This is an optimization exercise on Yosys and OpenROAD, whose aim is small area and a short achievable clock period, not a production implementation. Function was checked by simulation only, so behaviour that the tests miss may differ from the original. No activity file was given, so power comes from the tool's default toggle rates.

Setup of exp/quartz:
Design dual_issue_decode, start of the top module:
module dual_issue_decode (
	input  logic			clk,
	input  logic			reset,
	input  logic [31:0]		instr_first,
	input  logic [31:0]		instr_second,
	input  logic [7:0]		pc,
	input  logic [7:0]		branch_pc,
	input  logic			branch_taken,
	output logic [31:0]		even_instr,
	output logic [10:0]		even_op,
	output logic [1:0]		even_unit,
	output logic [6:0]		even_rt,
	output logic			even_write,
	output logic [31:0]		odd_instr,
	output logic [10:0]		odd_op,
	output logic [1:0]		odd_unit,
	output logic [6:0]		odd_rt,
	output logic			odd_write,
	output logic			first_odd,
	output logic			stall,
	output logic [7:0]		stall_pc
);
Size in the first run: about 170 flip-flops, ~200 I/O pins, ~0.011 sq mm of cells after synthesis.
Settings: LEC_CHECK=0, CAP_MARGIN=20, CORE_MARGIN=2, CORE_UTILIZATION=30, PLACE_DENSITY=0.45, SETUP_SLACK_MARGIN=4.7, SLEW_MARGIN=20; clock period 9.0 ns.
standard.sh (not shown) runs the stock make flow with config.mk's settings and CLKGATE_MAP_FILE= SYNTH_SCRIPT=/design/flow/synth_recipe.tcl, a recipe that flattens the netlist after the stock synthesis.
==> flow/flow/run.sh <==
#!/bin/bash
# The standard layout, with two changes:
#  - synthesis maps with an area-oriented ABC script (flow/abc_area.script),
#    otherwise the same as synth_recipe.tcl;
#  - the port buffers are plain buf_1 cells.
set -euo pipefail
HERE=$(pwd)
export BUFFER_PORTS_ARGS="-buffer_cell sky130_fd_sc_hd__buf_1"
export MY_ABC_SCRIPT=$HERE/flow/abc_area.script
sed "s#SYNTH_SCRIPT=[^ ]*#SYNTH_SCRIPT=$HERE/flow/synth.tcl#" standard.sh > own_standard.sh
bash own_standard.sh > flow_make.log 2>&1
==> flow/flow/abc_area.script <==
strash
dch
map -a
==> flow/flow/synth.tcl <==
# The standard synthesis (synth_recipe.tcl), with ABC's mapping script replaced
# by the area-oriented one next to this file.
proc synth {args} { yosys synth -nofsm -noshare {*}$args }
proc abc {args} {
  set i [lsearch -exact $args -script]
  if { $i >= 0 && [info exists ::env(MY_ABC_SCRIPT)] } {
    set args [lreplace $args $i [expr {$i + 1}] -script $::env(MY_ABC_SCRIPT)]
  }
  yosys abc {*}$args
}
source $::env(SCRIPTS_DIR)/synth.tcl
# left out here: clear keep_hierarchy, flatten, clean up, hide names made inside functions, write 1_2_yosys.v
exp/quartz went all the way through synthesis, placement and routing and the layout is clean on timing, DRC and antenna.
[inputs] exp/juniper vs exp/quartz
==> flow/flow/abc_area.script <==
strash
dch
map -a
topo
stime -c
buffer -c
upsize -c
dnsize -c
- exp/juniper went all the way through synthesis, placement and routing and the layout is clean on timing, DRC and antenna.
- exp/quartz finished every stage and its layout cleared the timing, design-rule and antenna checks.
- exp/quartz → exp/juniper: cell area after synthesis saw an increase; power spent charging and discharging nets saw an increase; number of cells on the critical path saw a decrease; number of fill cells in the layout saw an increase.
- Diff exp/quartz -> exp/juniper: buffer and inverter count on the worst path moved down; first-pass GRT wire length rose about 4.4%; hold slack went down; clock share of power decreased by 0.4 points relative to the old numbers.
- Taking exp/quartz as the reference, in exp/juniper final critical-path setup slack increased by 0.11 ns relative to the old numbers, cell count increased by about 1.3% relative to the old numbers.
- Of exp/quartz and exp/juniper, the run reporting the lower count of cell types in the netlist was exp/quartz.
> inputs changed (exp/juniper -> exp/violet)
diff --git a/flow/config.mk b/flow/config.mk
--- a/flow/config.mk
+++ b/flow/config.mk
@@ -8,6 +8,7 @@
 export CAP_MARGIN = 20
 export CORE_MARGIN = 2
-export CORE_UTILIZATION = 30
-export PLACE_DENSITY = 0.45
+export CORE_UTILIZATION = 25
+export PLACE_DENSITY = 0.4
 export SETUP_SLACK_MARGIN = 4.7
 export SLEW_MARGIN = 20
+export TNS_END_PERCENT = 10
### Flow results
- exp/juniper -> exp/violet: post-detailed-placement half-perimeter wirelength increased by a few percent
- Logic gate share of total power delta for exp/violet relative to exp/juniper: 0.2 points lower
- exp/violet finished every stage and its layout cleared the timing, design-rule and antenna checks.
- Compared with exp/juniper, in exp/violet power per cell area held, count of vias placed by the detailed router saw a decrease, power about even, number of buffers and inverters on the critical path went up, sum of routed wire length over all layers went up 2.6%.
- Compared with exp/juniper, exp/violet shows share of power burned in the clock network higher by 0.2 points.
- Comparing exp/juniper with exp/violet, the final instance area came out essentially unchanged.
Input changes introduced in exp/onyx (baseline for comparison: exp/violet):
==> flow/flow/abc_area.script <==
strash
&get -n
&st
&dch
&nf -a
&put
diff --git a/flow/config.mk b/flow/config.mk
--- a/flow/config.mk
+++ b/flow/config.mk
@@ -8,7 +8,6 @@
 export CAP_MARGIN = 20
 export CORE_MARGIN = 2
-export CORE_UTILIZATION = 25
-export PLACE_DENSITY = 0.4
-export SETUP_SLACK_MARGIN = 4.7
+export CORE_UTILIZATION = 30
+export PLACE_DENSITY = 0.45
+export SETUP_SLACK_MARGIN = 5.0
 export SLEW_MARGIN = 20
-export TNS_END_PERCENT = 10
Findings:
exp/violet → exp/onyx: design area rose by about 1.7%, number of distinct library cells after synthesis flat, minimum period implied by the final worst setup slack lost 0.31 ns, count of inserted antenna diode cells now sits lower, combinational group power shrank by about 8%.
NOTE largest net degree at the start of global routing exp/violet->exp/onyx decreased by more than a quarter
Of exp/violet and exp/onyx, the lower die outline area belongs to exp/onyx.
exp/violet and exp/onyx ended up with roughly the same clock network area share.
Looking at category of the critical setup timing path, the register to primary output result is from exp/onyx; the input port to register one comes from exp/violet.

---

dual_issue_decode, a different RTL version from the one above (not shown whole).
Size: ~1500 cells after synthesis, ~170 flip-flops, ~200 I/O pins, ~11000 um^2 of cells after synthesis.
Settings: LEC_CHECK=0, CAP_MARGIN=20, CORE_MARGIN=2, CORE_UTILIZATION=30, PLACE_DENSITY=0.45, SETUP_SLACK_MARGIN=4.9, SLEW_MARGIN=20; clock period 9.0 ns.
==> flow/flow/abc_area.script <==
strash
dch
map -a
Scripts as last shown in full above: flow/flow/run.sh, flow/flow/synth.tcl
==> next run, changes <==
==> flow/flow/run.sh (replaced) <==
#!/bin/bash
# The standard layout, with these changes:
#  - synthesis maps with an area-oriented ABC script (flow/abc_area.script),
#    otherwise the same as synth_recipe.tcl;
#  - the port buffers are plain buf_1 cells;
set -euo pipefail
HERE=$(pwd)
export BUFFER_PORTS_ARGS="-buffer_cell sky130_fd_sc_hd__buf_1"
export MY_ABC_SCRIPT=$HERE/flow/abc_area.script
export SETUP_SLACK_MARGIN=5.6
sed "s#SYNTH_SCRIPT=[^ ]*#SYNTH_SCRIPT=$HERE/flow/synth.tcl#" standard.sh > own_standard.sh
bash own_standard.sh > flow_make.log 2>&1
==> flow/flow/abc_area.script (replaced) <==
strash
&get -n
&st
&dch
&nf -a
&put
--- a/flow/config.mk
+++ b/flow/config.mk
@@ -11,3 +11,2 @@
 export PLACE_DENSITY = 0.45
-export SETUP_SLACK_MARGIN = 4.9
 export SLEW_MARGIN = 20
What happened: The new run completed without violations; clock-buffer cell count decreases by 2; hold slack improved by 0.015 ns; critical path depth decreases by 5; setup slack improved by 0.32 ns; fmax increases by about 8%; design area increases by about 25%; total power increases by 2.4%; non-clock buffer count increases by 180.

---

run 1:
Starting RTL as in the previous note.
Settings: LEC_CHECK=0, CAP_MARGIN=20, CORE_MARGIN=2, CORE_UTILIZATION=30, PLACE_DENSITY=0.45, SETUP_SLACK_MARGIN=4.7, SLEW_MARGIN=20; clock period 9.0 ns.
==> flow/flow/run.sh <==
#!/bin/bash
# The standard layout, with two changes:
#  - synthesis maps with an area-oriented ABC script (flow/abc_area.script),
#    otherwise the same as synth_recipe.tcl;
#  - the port buffers are plain buf_1 cells.
set -euo pipefail
HERE=$(pwd)
export BUFFER_PORTS_ARGS="-buffer_cell sky130_fd_sc_hd__buf_1"
export MY_ABC_SCRIPT=$HERE/flow/abc_area.script
sed "s#SYNTH_SCRIPT=[^ ]*#SYNTH_SCRIPT=$HERE/flow/synth.tcl#" standard.sh > own_standard.sh
bash own_standard.sh > flow_make.log 2>&1
==> flow/flow/abc_area.script <==
strash
&get -n
&st
&dch
&nf -a
&put
Scripts as last shown in full above: flow/flow/synth.tcl
Relative to run 1, the following input files were edited for run 2:
- CORE_UTILIZATION now 25, was 30
- PLACE_DENSITY now 0.4, was 0.45
==> flow/flow/abc_area.script <==
strash
dch
map -a
topo
stime -c
buffer -c
upsize -c
dnsize -c
### Flow results
- No stage failed in run 2, and the final checks on the layout all came back clean.
- Run 1 | stages: all done | timing, DRC, antenna: all pass
- Going from run 1 to run 2, total power went up about 3.7%, fraction of standard cell area that is sequential went up.
- Run 2 vs. run 1: routed wire length up 12 mm, data arrival time of the worst path up 2.28 ns, met2 global-route usage down 2.0 points, sequential fraction of the synthesis area down 0.18 points.
- The worst setup path endpoint comes out eb_n$_DFF_P_ in one run and odd_write in the other, namely in run 2 and run 1 respectively.
- [diff] final-layout worst hold slack, run 2 relative to run 1: regression
- Run 1 vs run 2, type of the worst setup path: reg2out vs in2reg
- In run 2, the core utilization came out 6.7 points below the value in run 1.
- Comparing the two runs side by side, run 2 comes out ahead of run 1 on final area.
- On final-layout clock buffer total: run 2 sits below run 1.
Input changes introduced in run 3 (baseline for comparison: run 2):
- CORE_UTILIZATION: 25 -> 30
- SETUP_SLACK_MARGIN: 4.7 -> unset
- PLACE_DENSITY: 0.4 -> 0.45
==> flow/flow/run.sh <==
#!/bin/bash
# The standard layout, with these changes:
#  - synthesis maps with an area-oriented ABC script (flow/abc_area.script),
#    otherwise the same as synth_recipe.tcl;
#  - the port buffers are plain buf_1 cells;
set -euo pipefail
HERE=$(pwd)
export BUFFER_PORTS_ARGS="-buffer_cell sky130_fd_sc_hd__buf_1"
export MY_ABC_SCRIPT=$HERE/flow/abc_area.script
export SETUP_SLACK_MARGIN=5.3
sed "s#SYNTH_SCRIPT=[^ ]*#SYNTH_SCRIPT=$HERE/flow/synth.tcl#" standard.sh > own_standard.sh
bash own_standard.sh > flow_make.log 2>&1
==> flow/flow/abc_area.script <==
strash
&get -n
&st
&dch
&nf -a
&put
Findings:
The higher clock network fraction of total power of run 2 and run 3 is in run 2.
On portion of the clock cycle consumed by the worst path in the final layout: between run 2 and run 3, it ends up lower for run 3.
Sort run 2 and run 3 by power in sequential cells asc -> top: run 2
Cell-internal power deteriorates in run 3 relative to run 2.
Run 3 vs run 2: number of gates resized after cts up
Against run 2, routed wire length in run 3 fell by more than 10%.
Compared with run 2, run 3 shows a lower length in cells of the worst reg-to-reg path.
Edits applied to the flow inputs when going from run 3 to run 4:
- setting TNS_END_PERCENT to 10 for the first time
- setting SETUP_SLACK_MARGIN to 5.0 for the first time
==> flow/flow/run.sh <==
#!/bin/bash
# The standard layout, with two changes:
#  - synthesis maps with an area-oriented ABC script (flow/abc_area.script),
#    otherwise the same as synth_recipe.tcl;
#  - the port buffers are plain buf_1 cells.
set -euo pipefail
HERE=$(pwd)
export BUFFER_PORTS_ARGS="-buffer_cell sky130_fd_sc_hd__buf_1"
export MY_ABC_SCRIPT=$HERE/flow/abc_area.script
sed "s#SYNTH_SCRIPT=[^ ]*#SYNTH_SCRIPT=$HERE/flow/synth.tcl#" standard.sh > own_standard.sh
bash own_standard.sh > flow_make.log 2>&1
Notes after the runs:
Launching instance or port of the critical path: ob_n$_DFF_P_ -> run 4, instr_second[16] -> run 3
Post-CTS setup-driven buffer insertion count, run 4 and run 3, lower one = run 4.
Between run 4 and run 3, the combined area of the multi-input logic cells is higher for run 3.
Relative to run 3, run 4 degrades worst setup slack.
Run 4 gives less clock tree buffer count of the final layout than run 3 did.
Run 4 vs. run 3: met3 layer wire length in the routed design fell about 7%, internal power fell about 6%, worst endpoint required time fell 2.13 ns.
Delta (run 4 minus run 3): sum of internal, switching and leakage power saw a decrease, area of all sequential standard cells saw little to no change, routed wire length saw a decrease, sequential share of layout area saw an increase.
Changes in run 5 relative to run 4:
- TNS_END_PERCENT: 10 -> unset
==> flow/flow/abc_area.script <==
strash
&get -n
&st
&dch
&nf -a
&put
&get -n
&st
&dch
&nf -a
&put
Findings:
Run 5 finished every stage and its layout cleared the timing, design-rule and antenna checks. For the logic depth of the worst path, buffers included, run 5 came in 6 higher than run 4 did. Between run 4 and run 5, setup slack decreased. Going from run 4 to run 5, the effective utilization at floorplan was found to have gone down by 0.26 points. Diff run 4 -> run 5 | height of the die | down slightly. Worst hold margin delta (run 4 -> run 5): insignificant. Run 5 vs run 4: area of the core down. Run comparison: run 4 capturing instance or port of the critical path odd_unit[0]; run 5 capturing instance or port of the critical path sel_in$_DFF_P_. From run 4 to run 5 the numbers moved as follows: routed wire length has increased; die area has decreased; time the worst path needs with I/O delays and setup has increased; final weighted congestion in routability-driven placement has increased. sky130_fd_sc_hd__dfxtp_2 as the standard cell with the maximum stage delay on the critical path was reported by run 4, and sky130_fd_sc_hd__nor4b_1 by run 5. In the metrics for run 4 and run 5, the one carrying the higher number of vias after detailed routing is run 5.
The following lists how run 6 was set up differently from run 5:
- SETUP_SLACK_MARGIN: 5.0 -> 4.7
==> flow/flow/abc_area.script <==
strash
dch
map -a
topo
stime -c
buffer -c
upsize -c
dnsize -c
Notes after the runs:
- In summary, run 6 completed successfully, with a layout that passed the timing, design-rule and antenna checks.
- Run 6: relative area of non-clock buffer cells in the final design is 2.4 points lower than what run 5 reported.
- Run 6 has pre-CTS setup slack above what run 5 had.
- Between run 5 and run 6, sequential share of layout area is higher for run 6, run 5 comes in under that.

-- what the ideal ports hide --
The results above use ideal ports. As a check the final layouts listed here were re-extracted and re-timed, cells and wires unchanged.
Step 1, drivers: a clkbuf_16 drives clk and a buf_2 each remaining input, both assumed.
Step 2 times the ports against the registers' clock, not the clock port: input delays grow and output delays shrink by t, the midpoint of the rising clock arrivals with the driver on.
a / b / c = no drivers / after step 1 / after step 2; a / b = the first two.
run | t (ns) | slack for setup (ns) | hold WS [ns] | clock arrival spread, ns | worst register clock-pin slew, ns
exp/quartz | 0.519 | 4.638 / 4.670 / 4.151 | 0.346 / 0.346 / 0.346 | 0.017 / 0.018 | 0.08 / 0.08
exp/juniper | 0.520 | 4.747 / 4.742 / 4.267 | 0.330 / 0.330 / 0.330 | 0.014 / 0.015 | 0.08 / 0.08
exp/violet | 0.557 | 4.683 / 4.694 / 4.157 | 0.331 / 0.331 / 0.331 | 0.014 / 0.014 | 0.08 / 0.08
exp/onyx | 0.500 | 4.992 / 4.938 / 4.529 | 0.334 / 0.334 / 0.334 | 0.018 / 0.018 | 0.08 / 0.08
the first run of note 2 | 0.516 | 4.872 / 4.907 / 4.391 | 0.327 / 0.327 / 0.327 | 0.012 / 0.012 | 0.07 / 0.07
the second run of note 2 | 0.517 | 5.192 / 5.153 / 4.713 | 0.342 / 0.342 / 0.342 | 0.012 / 0.012 | 0.07 / 0.07
run 1 | 0.525 | 4.785 / 4.729 / 4.368 | 0.334 / 0.334 / 0.334 | 0.020 / 0.020 | 0.08 / 0.08
run 2 | 0.552 | 4.692 / 4.729 / 4.178 | 0.330 / 0.330 / 0.330 | 0.017 / 0.017 | 0.08 / 0.08
run 3 | 0.524 | 5.210 / 5.183 / 4.714 | 0.320 / 0.320 / 0.320 | 0.013 / 0.013 | 0.08 / 0.08
run 4 | 0.518 | 5.010 / 4.954 / 4.564 | 0.329 / 0.329 / 0.329 | 0.018 / 0.018 | 0.08 / 0.08
run 5 | 0.512 | 4.980 / 4.970 / 4.489 | 0.331 / 0.331 / 0.331 | 0.017 / 0.017 | 0.08 / 0.08
run 6 | 0.524 | 4.686 / 4.686 / 4.185 | 0.334 / 0.334 / 0.334 | 0.012 / 0.013 | 0.07 / 0.07
After both steps setup and hold are still met in every run listed. For exp/violet, which loses most, drivers alone change the setup slack by +0.011 ns; drivers and shift together by -0.526 ns.
